Source: an optimization exercise on an open RTL-to-GDS flow (aim: small area and a short achievable clock period). Production flows keep margins and buffers that such runs may drop.
Function was checked by simulation only, so behaviour that the tests miss may differ from the original.
Power and IR drop assume default switching activity.

==> flow/config.mk <==
export PLATFORM = sky130hd
export DESIGN_NAME = fault_mem_cfg
export DESIGN_NICKNAME = fault_mem_cfg
export VERILOG_FILES = /design/flow/design.v
export SDC_FILE = /design/flow/constraint.sdc
export NUM_CORES = 4
export LEC_CHECK = 0
export CAP_MARGIN = 20
export CELL_PAD_IN_SITES_DETAIL_PLACEMENT = 2
export CELL_PAD_IN_SITES_GLOBAL_PLACEMENT = 4
export CORE_MARGIN = 2
export CORE_UTILIZATION = 25
export PLACE_DENSITY = 0.35
export SLEW_MARGIN = 20
==> flow/constraint.sdc <==
create_clock -name core_clock -period 24.0 [get_ports {clk}]
set_input_delay 4.8000 -clock core_clock [delete_from_list [all_inputs] [get_ports {clk}]]
set_output_delay 4.8000 -clock core_clock [all_outputs]
set_load 0.01 [all_outputs]
==> flow/design.v <==
module fault_mem_cfg #(
  parameter int DATA_WIDTH = 8,
  parameter int ADDR_WIDTH = 4,
  parameter int CAPACITY   = 16,
  parameter int NUM_FAULTS = 4,
  parameter int IDX_WIDTH  = 2,
  parameter int BIT_WIDTH  = 3
) (
  input  logic                  clk,
  input  logic                  rst,
  input  logic                  write_read,
  input  logic [ADDR_WIDTH-1:0] address,
  input  logic [DATA_WIDTH-1:0] wdata,
  output logic [DATA_WIDTH-1:0] rdata,
  input  logic                  cfg_we,
  input  logic [IDX_WIDTH-1:0]  cfg_idx,
  input  logic [2:0]            cfg_type,
  input  logic [ADDR_WIDTH-1:0] cfg_vaddr,
  input  logic [BIT_WIDTH-1:0]  cfg_vbit,
  input  logic [ADDR_WIDTH-1:0] cfg_aaddr,
  input  logic [BIT_WIDTH-1:0]  cfg_abit,
  output logic                  fault_hit
);
  localparam int NF = 4;
  localparam int NW = 16;
  localparam int DW = 8;
  logic [NF-1:0][2:0] type_q;
  logic [NF-1:0][3:0] vaddr_q;
  logic [NF-1:0][2:0] vbit_q;
  logic [NF-1:0][3:0] aaddr_q;
  logic [NF-1:0][2:0] abit_q;
  logic [NW-1:0][DW-1:0] mem_q;
  logic [NW-1:0][DW-1:0] mem_d;
  logic [NW-1:0][DW-1:0] golden_q;
  logic [NW-1:0][DW-1:0] golden_d;
  logic [DW-1:0] wdata1_q;
  logic [DW-1:0] rdata1_q;
  logic [DW-1:0] rdata1_d;
  logic [DW-1:0] rdata_q;
  logic          fault_hit_q;
  logic          fault_hit_d;
  assign rdata     = rdata_q;
  assign fault_hit = fault_hit_q;
  logic [NF-1:0][NW-1:0] vw1h;    
  logic [NF-1:0][DW-1:0] vb1h;    
  logic [NF-1:0][NW-1:0] col;     
  logic [NF-1:0]         vv;      
  logic [NF-1:0]         up;      
  logic [NF-1:0]         dn;      
  logic [NF-1:0]         wdv;     
  logic [NF-1:0]         wda;     
  logic [NF-1:0][NF-1:0] same;    
  logic [NF-1:0]         d;       
  logic [NF-1:0]         sa_on;   
  logic [NF-1:0]         sa_val;  
  logic [NF-1:0]         cf_ok;   
  logic [NF-1:0]         tog;     
  always_comb begin
    for (int i = 0; i < NF; i++) begin
      logic [3:0] nu;
      logic [3:0] nd;
      logic       v;
      for (int w = 0; w < NW; w++) begin
        vw1h[i][w] = (vaddr_q[i] == 4'(w));
        col[i][w]  = mem_q[w][vbit_q[i]];
      end
      for (int b = 0; b < DW; b++) vb1h[i][b] = (vbit_q[i] == 3'(b));
      nu     = vaddr_q[i] + 4'd1;
      nd     = vaddr_q[i] - 4'd1;
      vv[i]  = col[i][vaddr_q[i]];
      up[i]  = col[i][nu];
      dn[i]  = col[i][nd];
      wdv[i] = wdata1_q[vbit_q[i]];
      wda[i] = wdata1_q[abit_q[i]];
      for (int j = 0; j < NF; j++)
        same[i][j] = (vaddr_q[i] == vaddr_q[j]) && (vbit_q[i] == vbit_q[j]);
      v         = wdv[i];
      sa_on[i]  = 1'b0;
      sa_val[i] = 1'b0;
      for (int j = 0; j < NF; j++) begin
        if (same[i][j]) begin
          case (type_q[j])
            3'd1: begin v = 1'b0; sa_on[i] = 1'b1; sa_val[i] = 1'b0; end
            3'd2: begin v = 1'b1; sa_on[i] = 1'b1; sa_val[i] = 1'b1; end
            3'd3: if (!vv[i] && wdv[i]) v = 1'b0;
            3'd4: if (vv[i] && !wdv[i]) v = 1'b1;
            3'd7: if (up[i] && !dn[i]) v = 1'b0;
            default: ;
          endcase
        end
      end
      d[i]     = v ^ wdv[i];
      cf_ok[i] = ((type_q[i] == 3'd5) || (type_q[i] == 3'd6)) &&
                 (aaddr_q[i] != vaddr_q[i]);
      tog[i]   = (type_q[i] == 3'd5) || (wda[i] ^ vv[i]);
    end
  end
  logic          wr_op;
  logic          rd_op;
  logic [NW-1:0] wsel;
  logic [DW-1:0] r0;
  logic [DW-1:0] ga;
  logic [NF-1:0] vm;
  logic [NF-1:0] fire;
  logic [NF-1:0] etog;
  logic [DW-1:0] corr;
  logic [DW-1:0] ovr;
  logic [DW-1:0] setb;
  logic [DW-1:0] rd_eff;
  logic [DW-1:0] wr_eff;
  logic          wr_hit;
  logic          rd_hit;
  always_comb begin
    wr_op = write_read && !rst;
    rd_op = !write_read && !rst;
    for (int w = 0; w < NW; w++) wsel[w] = (address == 4'(w));
    r0 = mem_q[address];
    ga = golden_q[address];
    for (int i = 0; i < NF; i++) begin
      vm[i]   = (vaddr_q[i] == address);
      fire[i] = wr_op && cf_ok[i] && (aaddr_q[i] == address) &&
                (r0[abit_q[i]] ^ wda[i]);
    end
    for (int i = 0; i < NF; i++) begin
      etog[i] = fire[i] && tog[i];
      for (int j = i + 1; j < NF; j++)
        if (same[i][j] && fire[j]) etog[i] = 1'b0;
    end
    for (int b = 0; b < DW; b++) begin
      corr[b] = 1'b0;
      ovr[b]  = 1'b0;
      setb[b] = 1'b0;
      for (int i = 0; i < NF; i++) begin
        corr[b] = corr[b] | (vm[i] & vb1h[i][b] & d[i]);
        ovr[b]  = ovr[b]  | (vm[i] & vb1h[i][b] & sa_on[i]);
        setb[b] = setb[b] | (vm[i] & vb1h[i][b] & sa_on[i] & sa_val[i]);
      end
    end
    wr_eff = wdata1_q ^ corr;
    rd_eff = (r0 & ~ovr) | setb;
    wr_hit = |(vm & d) || |(fire & tog);
    rd_hit = |(rd_eff ^ ga);
    for (int w = 0; w < NW; w++) begin
      for (int b = 0; b < DW; b++) begin
        logic t;
        t = 1'b0;
        for (int i = 0; i < NF; i++) t = t | (vw1h[i][w] & vb1h[i][b] & etog[i]);
        mem_d[w][b] = (wr_op && wsel[w]) ? wr_eff[b] : (mem_q[w][b] ^ t);
      end
      golden_d[w] = (wr_op && wsel[w]) ? wdata1_q : golden_q[w];
    end
    rdata1_d    = rd_op ? rd_eff : rdata1_q;
    fault_hit_d = wr_op ? wr_hit : (rd_op && rd_hit);
  end
  always_ff @(posedge clk) begin
    if (rst) begin
      wdata1_q    <= '0;
      rdata1_q    <= '0;
      rdata_q     <= '0;
      fault_hit_q <= 1'b0;
      type_q      <= '0;
    end else begin
      wdata1_q    <= wdata;
      rdata1_q    <= rdata1_d;
      rdata_q     <= rdata1_q;
      fault_hit_q <= fault_hit_d;
      if (cfg_we) begin
        type_q[cfg_idx]  <= cfg_type;
        vaddr_q[cfg_idx] <= cfg_vaddr;
        vbit_q[cfg_idx]  <= cfg_vbit;
        aaddr_q[cfg_idx] <= cfg_aaddr;
        abit_q[cfg_idx]  <= cfg_abit;
      end
    end
  end
  always_ff @(posedge clk) begin
    mem_q    <= mem_d;
    golden_q <= golden_d;
  end
endmodule
==> flow/run.sh <==
#!/bin/bash
# synth_recipe.tcl (not shown) runs the flow's synth.tcl, then flattens the netlist and writes it again
# the make line also repeats each setting of config.mk as NAME=value (left out here)
make -C /OpenROAD-flow-scripts/flow DESIGN_CONFIG=/design/flow/config.mk WORK_HOME=/design/flow/orfs CLKGATE_MAP_FILE= SYNTH_SCRIPT=/design/flow/synth_recipe.tcl finish
==> results.py, run 1 <==
metrics = {
    "global_route": {
        "antenna_found_initial": 13,
        "grt_max_degree": 79,
        "first_global_vias": 29900,
        "grt-ovfl-total": 0,
        "global_route.usage.total": 0.319,
        "grt_first_pass_wirelength_um": 269000,
    },
    "route": {
        "wl_per_cell_um": 42.2,
        "detailedRoute.firstIterationViolations": 3218,
        "vias_per_cell": 6.21,
        "detailroute.via_count": 28900,
        "drt.antenna.violating_nets": 0,
        "post-route-drc-count": 0,
        "drt_pre_antenna_iters": 6,
        "finalWirelength_um": 196000,
    },
    "setup_path": {
        "worstSetupPathType": "input port to flop",
        "cpPeakStageDelay_ns": 0.96,
        "worst_setup_path_start_kind": "input port",
        "crit_path_frequent_cell": "sky130_fd_sc_hd__mux4_2",
        "crit_path_cell_trace": "buf_6 > buf_4 > mux4_2 > mux4_2 > mux4_2 > mux2i_1 > xnor2_1 > nor4_1 > o211ai_1 > nor3_4 > a222oi_1 > o21ai_0 > xor2_1 > mux2_2",
        "crit_path_end_kind": "flop",
        "worst-endpoint-required_ns": 24.51,
        "worst_path_max_delay_cell": "sky130_fd_sc_hd__nor3_4",
        "worstPathMaxFanout": 45,
        "timing.critical_path.arrival_ns": 10.82,
    },
    "logic_synthesis": {
        "post-synth-top-area-cell": "sky130_fd_sc_hd__edfxtp_1",
        "post_synth_instance_area_mm2": 0.0295,
        "seq_area_frac_synth": 0.299,
        "synth.net_count": 3197,
        "postSynthAreaPerCell_um2": 9.41,
        "post_synth_edffs": 184,
        "dominantRegCellSynth": "sky130_fd_sc_hd__edfxtp_1",
        "synth_cells": 3138,
        "yosys.area.top_type_share": 0.187,
        "yosys-top-cells-area": "sky130_fd_sc_hd__edfxtp_1, sky130_fd_sc_hd__mux4_2, sky130_fd_sc_hd__dfxtp_1",
        "proportion_of_register_bits_with_asynchronous_set_or_reset_after_synthesis": 0,
        "synth.distinct_cells": 90,
        "yosys_warnings": 1,
        "synth.ff_latch_count": 349,
    },
    "die": {
        "die_h_um": 348,
        "initial_core_util": 0.251,
        "num_rows": 126,
        "die-width_um": 348,
        "floorplan.die_area_mm2": 0.121,
        "number_of_placed_i_o_pins": 44,
        "coreArea_mm2": 0.118,
    },
    "finish": {
        "final_layout_size_suffix_gt1_frac": 0.183,
        "filler_cell_count": 13000,
        "layout.nets": 3139,
        "instances_no_fill": 4658,
        "layout-area-overhead-vs-synth_pct": 13.6,
    },
    "sta": {
        "report.final.slew_viol_count": 0,
        "final_hold_vios": 0,
        "clock_skew_ns": 0.0474,
        "grt_setup_unrepaired": "no",
        "slew_headroom": 0.128,
        "period_minus_slack_ns": 10.31,
        "setup_viol_count_final": 0,
        "tightestPinTransition_ns": 1.30,
        "part_of_the_cycle_the_worst_path_needs": 0.430,
        "fin_tns_setup_ns": 0,
        "clock.fmax_mhz": 97.0,
    },
    "run": {
        "drv.max_cap_violation_count": 0,
    },
    "min_path": {
        "hold_class": "flop to flop",
    },
    "clock_tree": {
        "post_cts_hold_fix_bufs": 0,
        "cts_root_buffer": "sky130_fd_sc_hd__clkbuf_16",
        "cts_repair_resize_count": 0,
        "cts_tree": "done",
        "worst_setup_hold_path_clk_slew_ns": 0.06,
        "clock_insertion_delay_worst_skew_ns": 0.66,
        "htree_num_levels": 2,
        "post_cts_setup_buffer_count": 0,
        "clock_path_buffers": 3,
        "cts_num_sinks": 349,
        "cts_made_buffers": 48,
    },
    "power_and_ir_drop": {
        "ir_drop_mv": 0.0524,
        "power_density_mw_per_mm2": 63.7,
        "cellLeakagePower_nw": 12.2,
    },
    "run_status": {
        "run_status": "no timing/DRC/antenna violations",
    },
    "placement": {
        "number_of_placed_instances_taps_included": 4566,
        "dp_hpwl_um": 146000,
        "last_weighted_congestion_value_of_the_routability_driven_placer": 0.922,
        "portBuffers": 43,
    },
}
## per-stage QoR
stage	total power [W]	cell area (um2)	util	setup WS (ns)	hold WS, ns
CTS	0.00214	33500	0.285	13.55	0.471
global route	0.00220	33500	0.285	13.34	0.483
floorplan	0.00107	29500	-	14.72	0.438
detailed placement	0.00139	31900	0.271	12.87	0.464
finish	0.00214	33500	0.285	13.69	0.468
global placement	0.00138	31900	0.271	12.99	0.460
## flip-flops by register name, summed over array words and instances (netlist names)
name and cells:
vaddr_q 16, vbit_q 12, aaddr_q 16, wdata1_q 8
type_q 12, golden_q 128, abit_q 12, rdata1_q 8
mem_q 128, fault_hit_q 1, rdata_q 8
## report_power, final
group	total, W	internal, W	switching [W]
clock network	0.000741	0.000427	0.000314
logic	0.000610	0.000224	0.000386
registers	0.000787	0.000675	0.000113
total	0.00214	0.00133	0.000813
## worst max-delay path, delay by kind of cell
family                 cells  cell delay (ns)
XOR/XNOR                   2             0.22
buffers and inverters      2             1.18
AO/OA/AOI/OAI              3             0.90
multiplexers               5             2.22
AND/OR/NAND/NOR            2             1.44
## path summary, 6_finish.rpt
path / startpoint / endpoint / slack (ns) / cells after the start
setup / recovery: address[0] / mem_q[120] / 13.69 / 14
hold / removal: rdata1_q[4] / rdata_q[4] / 0.47 / 1
setup reg to reg: vbit_q[6] / mem_q[114] / 15.74 / 15
hold reg to reg: rdata1_q[4] / rdata_q[4] / 0.47 / 1
## layout make-up
type	instances	area [um2]	share of cell area
clock buffer	61	1340	0.0400
timing repair buffer	182	1470	0.0438
multi-input combinational	2403	19400	0.577
clock inverter	27	244	0.00727
tap	1536	1920	0.0573
inverter	96	360	0.0107
antenna	4	10.0	0.000298
sequential	349	8830	0.263
## placed cells by master, fill, tap and decap left out, types with 38 or more instances in the layout
| cell type | instances |
|---|---|
| sky130_fd_sc_hd__a21oi_1 | 54 |
| sky130_fd_sc_hd__a221oi_1 | 38 |
| sky130_fd_sc_hd__a222oi_1 | 52 |
| sky130_fd_sc_hd__a22oi_1 | 83 |
| sky130_fd_sc_hd__and2_1 | 42 |
| sky130_fd_sc_hd__and3_1 | 49 |
| sky130_fd_sc_hd__buf_4 | 139 |
| sky130_fd_sc_hd__clkbuf_16 | 49 |
| sky130_fd_sc_hd__clkdlybuf4s50_1 | 38 |
| sky130_fd_sc_hd__dfxtp_1 | 165 |
| sky130_fd_sc_hd__edfxtp_1 | 184 |
| sky130_fd_sc_hd__inv_1 | 87 |
| sky130_fd_sc_hd__mux2_2 | 133 |
| sky130_fd_sc_hd__mux2i_1 | 147 |
| sky130_fd_sc_hd__mux4_2 | 152 |
| sky130_fd_sc_hd__nand2_1 | 282 |
| sky130_fd_sc_hd__nand3_1 | 67 |
| sky130_fd_sc_hd__nor2_1 | 186 |
| sky130_fd_sc_hd__nor2b_1 | 40 |
| sky130_fd_sc_hd__nor3_1 | 46 |
| sky130_fd_sc_hd__o21ai_0 | 171 |
| sky130_fd_sc_hd__o221ai_1 | 66 |
| sky130_fd_sc_hd__o22ai_1 | 76 |
| sky130_fd_sc_hd__xnor2_1 | 117 |
| sky130_fd_sc_hd__xor2_1 | 144 |
## metal layers
layer / global-route usage / share of wire / up-vias / routed length [um]
li1: - / - / 12000 / -
met1: 0.417 / 0.43 / 15500 / 84800
met2: 0.511 / 0.45 / 1131 / 89300
met3: 0.0470 / 0.053 / 326 / 10400
met4: 0.162 / 0.061 / 2 / 12000
met5: 0 / 0.000066 / - / 13
## Yosys cell counts, drive strengths merged (50+ instances only)
master,n
nand2,282
clkbuf,210
nor2,191
o21ai,186
edfxtp,184
dfxtp,165
mux4,152
mux2i,148
xor2,145
mux2,133
xnor2,121
inv,88
a22oi,83
buf,80
o22ai,76
nand3,70
o221ai,66
a21oi,55
a222oi,52
nor3,50
## cell families (layout without fill, tap and decap cells)
| logic type | after synthesis | count (layout) | synth area share |
|---|---|---|---|
| adders and majority gates | 24 | 24 | 0.0102 |
| other | 0 | 4 | 0 |
| xor gates and xnor gates | 266 | 266 | 0.0799 |
| AOI/OAI and AO/OA | 803 | 803 | 0.198 |
| muxes | 433 | 433 | 0.217 |
| buffers and inverters | 386 | 366 | 0.0523 |
| and+or+nand+nor | 877 | 877 | 0.144 |
| DFF | 349 | 349 | 0.299 |
==> run 2, diff against run 1 <==
==> flow/flow/run.sh (new file) <==
#!/bin/bash
# Standard ORFS layout; repair_timing aims for a larger setup slack than the
# default so that paths far shorter than the clock period are still tightened.
set -euo pipefail
bash standard.sh SETUP_SLACK_MARGIN=16 finish > standard_flow.log 2>&1
==> flow/standard.sh (new file) <==
#!/bin/bash
# synth_recipe.tcl (not shown) runs the flow's synth.tcl, then flattens the netlist and writes it again
# the make line also repeats each setting of config.mk as NAME=value (left out here)
make -C /OpenROAD-flow-scripts/flow DESIGN_CONFIG=/design/flow/config.mk WORK_HOME=/design/flow/orfs CLKGATE_MAP_FILE= SYNTH_SCRIPT=/design/flow/synth_recipe.tcl "${@:-finish}"
removed: flow/run.sh
==> run 2 against run 1 <==
Sequential cell count unchanged; via count increased by 1.4%; synthesized area unchanged; fmax increased by 21%; non-clock buffer count increased by 39; critical path depth increased by 4; global-route usage increased by 0.64 points; die area unchanged; sequential share of layout area decreased by 1.7 points; register-to-register slack improved by 0.46 ns; sequential power increased by 3%; critical path type unchanged; critical endpoint is now mem_q[101]; largest power group unchanged; highest routed layer unchanged.
==> results.py, run 2 <==
metrics = {
    "run_status": {
        "run_status": "no timing/DRC/antenna violations",
    },
    "clock_tree": {
        "cts_tree": "done",
        "clock_insertion_delay_worst_skew_ns": 0.67,
        "htree_num_levels": 2,
        "post_cts_hold_fix_bufs": 0,
        "worst_setup_hold_path_clk_slew_ns": 0.06,
        "cts_num_sinks": 349,
        "cts_made_buffers": 48,
        "clock_path_buffers": 3,
        "cts_root_buffer": "sky130_fd_sc_hd__clkbuf_16",
    },
    "route": {
        "drt.antenna.violating_nets": 0,
        "vias_per_cell": 6.24,
        "wl_per_cell_um": 42.8,
        "drt_pre_antenna_iters": 7,
        "detailedRoute.firstIterationViolations": 3105,
        "detailroute.via_count": 29400,
        "finalWirelength_um": 201000,
        "post-route-drc-count": 0,
    },
    "global_route": {
        "grt_max_degree": 79,
        "antenna_found_initial": 15,
        "first_global_vias": 30400,
        "global_route.usage.total": 0.325,
        "grt_first_pass_wirelength_um": 274000,
        "grt-ovfl-total": 0,
    },
    "finish": {
        "largestRegisters": "golden_q x128, mem_q x128",
        "layout.nets": 3180,
        "final_layout_size_suffix_gt1_frac": 0.239,
        "layout-area-overhead-vs-synth_pct": 21.2,
        "most_frequent_standard_cell_in_the_layout_excluding_fill_and_tap_cells": "sky130_fd_sc_hd__nand2_1",
        "filler_cell_count": 12800,
        "layout.cells.most_common_list": "sky130_fd_sc_hd__nand2_1, sky130_fd_sc_hd__edfxtp_1, sky130_fd_sc_hd__nor2_1",
        "instances_no_fill": 4701,
    },
    "logic_synthesis": {
        "proportion_of_register_bits_with_asynchronous_set_or_reset_after_synthesis": 0,
        "seq_area_frac_synth": 0.299,
        "synth.most_common_cell": "sky130_fd_sc_hd__nand2_1",
        "yosys_warnings": 1,
        "yosys.area.top_type_share": 0.187,
        "synth.distinct_cells": 90,
        "synth.net_count": 3197,
        "post_synth_instance_area_mm2": 0.0295,
        "post_synth_edffs": 184,
        "synth_common_cells": "sky130_fd_sc_hd__nand2_1, sky130_fd_sc_hd__clkbuf_1, sky130_fd_sc_hd__nor2_1",
        "yosys-top-cells-area": "sky130_fd_sc_hd__edfxtp_1, sky130_fd_sc_hd__mux4_2, sky130_fd_sc_hd__dfxtp_1",
        "postSynthAreaPerCell_um2": 9.41,
        "dominantRegCellSynth": "sky130_fd_sc_hd__edfxtp_1",
        "synth_cells": 3138,
        "synth.ff_latch_count": 349,
        "post-synth-top-area-cell": "sky130_fd_sc_hd__edfxtp_1",
    },
    "sta": {
        "clock.fmax_mhz": 117,
        "setup_viol_count_final": 0,
        "slew_headroom": 0.164,
        "grt_setup_unrepaired": "yes",
        "tightestPinTransition_ns": 1.25,
        "report.final.slew_viol_count": 0,
        "clock_skew_ns": 0.0331,
        "part_of_the_cycle_the_worst_path_needs": 0.356,
        "final_hold_vios": 0,
        "fin_tns_setup_ns": 0,
        "period_minus_slack_ns": 8.54,
    },
    "setup_path": {
        "crit_path_end_kind": "flop",
        "worst_setup_path_start_kind": "input port",
        "worst-endpoint-required_ns": 24.54,
        "worstPathMaxFanout": 16,
        "timing.critical_path.arrival_ns": 9.08,
        "worstSetupPathType": "input port to flop",
    },
    "die": {
        "num_rows": 126,
        "die-width_um": 348,
        "coreArea_mm2": 0.118,
        "floorplan.die_area_mm2": 0.121,
        "die_h_um": 348,
        "number_of_placed_i_o_pins": 44,
        "initial_core_util": 0.251,
    },
    "placement": {
        "portBuffers": 43,
        "dp_hpwl_um": 146000,
        "last_weighted_congestion_value_of_the_routability_driven_placer": 0.908,
        "number_of_placed_instances_taps_included": 4553,
    },
    "power_and_ir_drop": {
        "power_density_mw_per_mm2": 61.1,
        "ir_drop_mv": 0.0524,
        "cellLeakagePower_nw": 12.9,
        "totalPowerFinal_w": 0.00219,
    },
    "run": {
        "drv.max_cap_violation_count": 0,
    },
    "min_path": {
        "hold_class": "flop to flop",
    },
}
run 2: where the power goes:
| group | switching [W] | internal, W |
|---|---|---|
| combinational | 0.000377 | 0.000229 |
| sequential | 0.000132 | 0.000675 |
| clock | 0.000327 | 0.000447 |
| total | 0.000837 | 0.00135 |
run 2: worst paths after layout:
check / from / slack [ns] / end / cells past startpoint
worst min register to register: rdata1_q[4] / 0.47 / rdata_q[4] / 1
worst max register to register: vbit_q[0] / 16.20 / mem_q[69] / 16
worst max-delay path: address[0] / 15.46 / mem_q[101] / 18
worst min-delay path: rdata1_q[4] / 0.47 / rdata_q[4] / 1
run 2: repair_timing:
item,in CTS,in global routing
pin swaps,99,56
setup buffers,32,9
setup endpoints to repair,129,129
cloned,11,2
gates resized for setup,196,66
run 2: critical path, cell delays in order:
cell	delay [ns]
sky130_fd_sc_hd__buf_16	0.13
sky130_fd_sc_hd__mux4_2	0.64
sky130_fd_sc_hd__mux4_2	0.62
sky130_fd_sc_hd__mux4_2	0.52
sky130_fd_sc_hd__mux2i_1	0.18
sky130_fd_sc_hd__xnor2_1	0.10
sky130_fd_sc_hd__nor3_2	0.18
sky130_fd_sc_hd__buf_4	0.16
sky130_fd_sc_hd__a22oi_2	0.11
sky130_fd_sc_hd__nand3_4	0.18
sky130_fd_sc_hd__buf_8	0.14
sky130_fd_sc_hd__buf_4	0.12
sky130_fd_sc_hd__nor2_4	0.03
sky130_fd_sc_hd__buf_12	0.15
sky130_fd_sc_hd__a222oi_1	0.35
sky130_fd_sc_hd__o21ai_1	0.15
sky130_fd_sc_hd__xor2_1	0.16
sky130_fd_sc_hd__mux2_2	0.28
run 2: stage by stage:
stage / hold slack (ns) / worst slack [ns] / instance area (um2) / utilization
final: 0.469 / 15.46 / 35800 / 0.304
after global routing: 0.483 / 15.34 / 35800 / 0.304
after CTS: 0.473 / 15.63 / 35300 / 0.300
after detailed placement: 0.465 / 13.13 / 32100 / 0.273
after global placement: 0.458 / 13.28 / 32100 / 0.273
after floorplan: 0.438 / 15.29 / 30200 / -
run 2: cells by family (layout without fill, tap and decap cells):
| logic type | Yosys count | after routing | share of synthesized area |
|---|---|---|---|
| compound gates | 803 | 803 | 0.198 |
| xor+xnor | 266 | 266 | 0.0799 |
| fa+ha+maj | 24 | 24 | 0.0102 |
| buf+inv | 386 | 407 | 0.0523 |
| flops | 349 | 349 | 0.299 |
| mux | 433 | 433 | 0.217 |
| other cells | 0 | 4 | 0 |
| simple gates | 877 | 879 | 0.144 |
run 2: area by class of cell:
| class | count | area, um2 | share of cell area |
|---|---|---|---|
| multi-input combinational | 2405 | 20700 | 0.579 |
| sequential | 349 | 8830 | 0.247 |
| timing repair buffer | 221 | 2280 | 0.0638 |
| tap | 1536 | 1920 | 0.0537 |
| clock buffer | 58 | 1310 | 0.0366 |
| clock inverter | 32 | 373 | 0.0104 |
| inverter | 96 | 360 | 0.0101 |
| antenna | 4 | 10.0 | 0.000280 |
run 2: per-layer routing:
layer | track usage | up-vias | share of wire
met5 | 0 | - | 0.00046
met4 | 0.152 | 12 | 0.056
met3 | 0.0506 | 377 | 0.055
met2 | 0.525 | 1190 | 0.46
met1 | 0.426 | 15700 | 0.43
li1 | - | 12100 | -

-- separate check: timing with driven ports --
Ports are ideal in the flow. The routed layouts listed here were re-timed in OpenROAD.
Step 1: set_driving_cell puts a clkbuf_16 on clk and a buf_2 on each other input, an assumption about the parent block.
Step 2 times the ports against the registers' clock, not the clock port: input delays grow and output delays shrink by t, the midpoint of the rising clock arrivals with the driver on.
Slacks: ideal ports / drivers / drivers and shift; pairs: ideal ports / drivers.
| run | t (ns) | setup slack, ns | hold WS [ns] | clock arrival spread, ns |
|---|---|---|---|---|
| run 1 | 0.714 | 13.690 / 13.728 / 13.014 | 0.468 / 0.468 / 0.468 | 0.049 / 0.049 |
| run 2 | 0.732 | 15.462 / 15.083 / 14.351 | 0.469 / 0.469 / 0.469 | 0.033 / 0.033 |
After both steps every run listed still meets setup and hold. For run 2, which loses most, drivers alone change the setup slack by -0.379 ns; drivers and shift together by -1.111 ns.
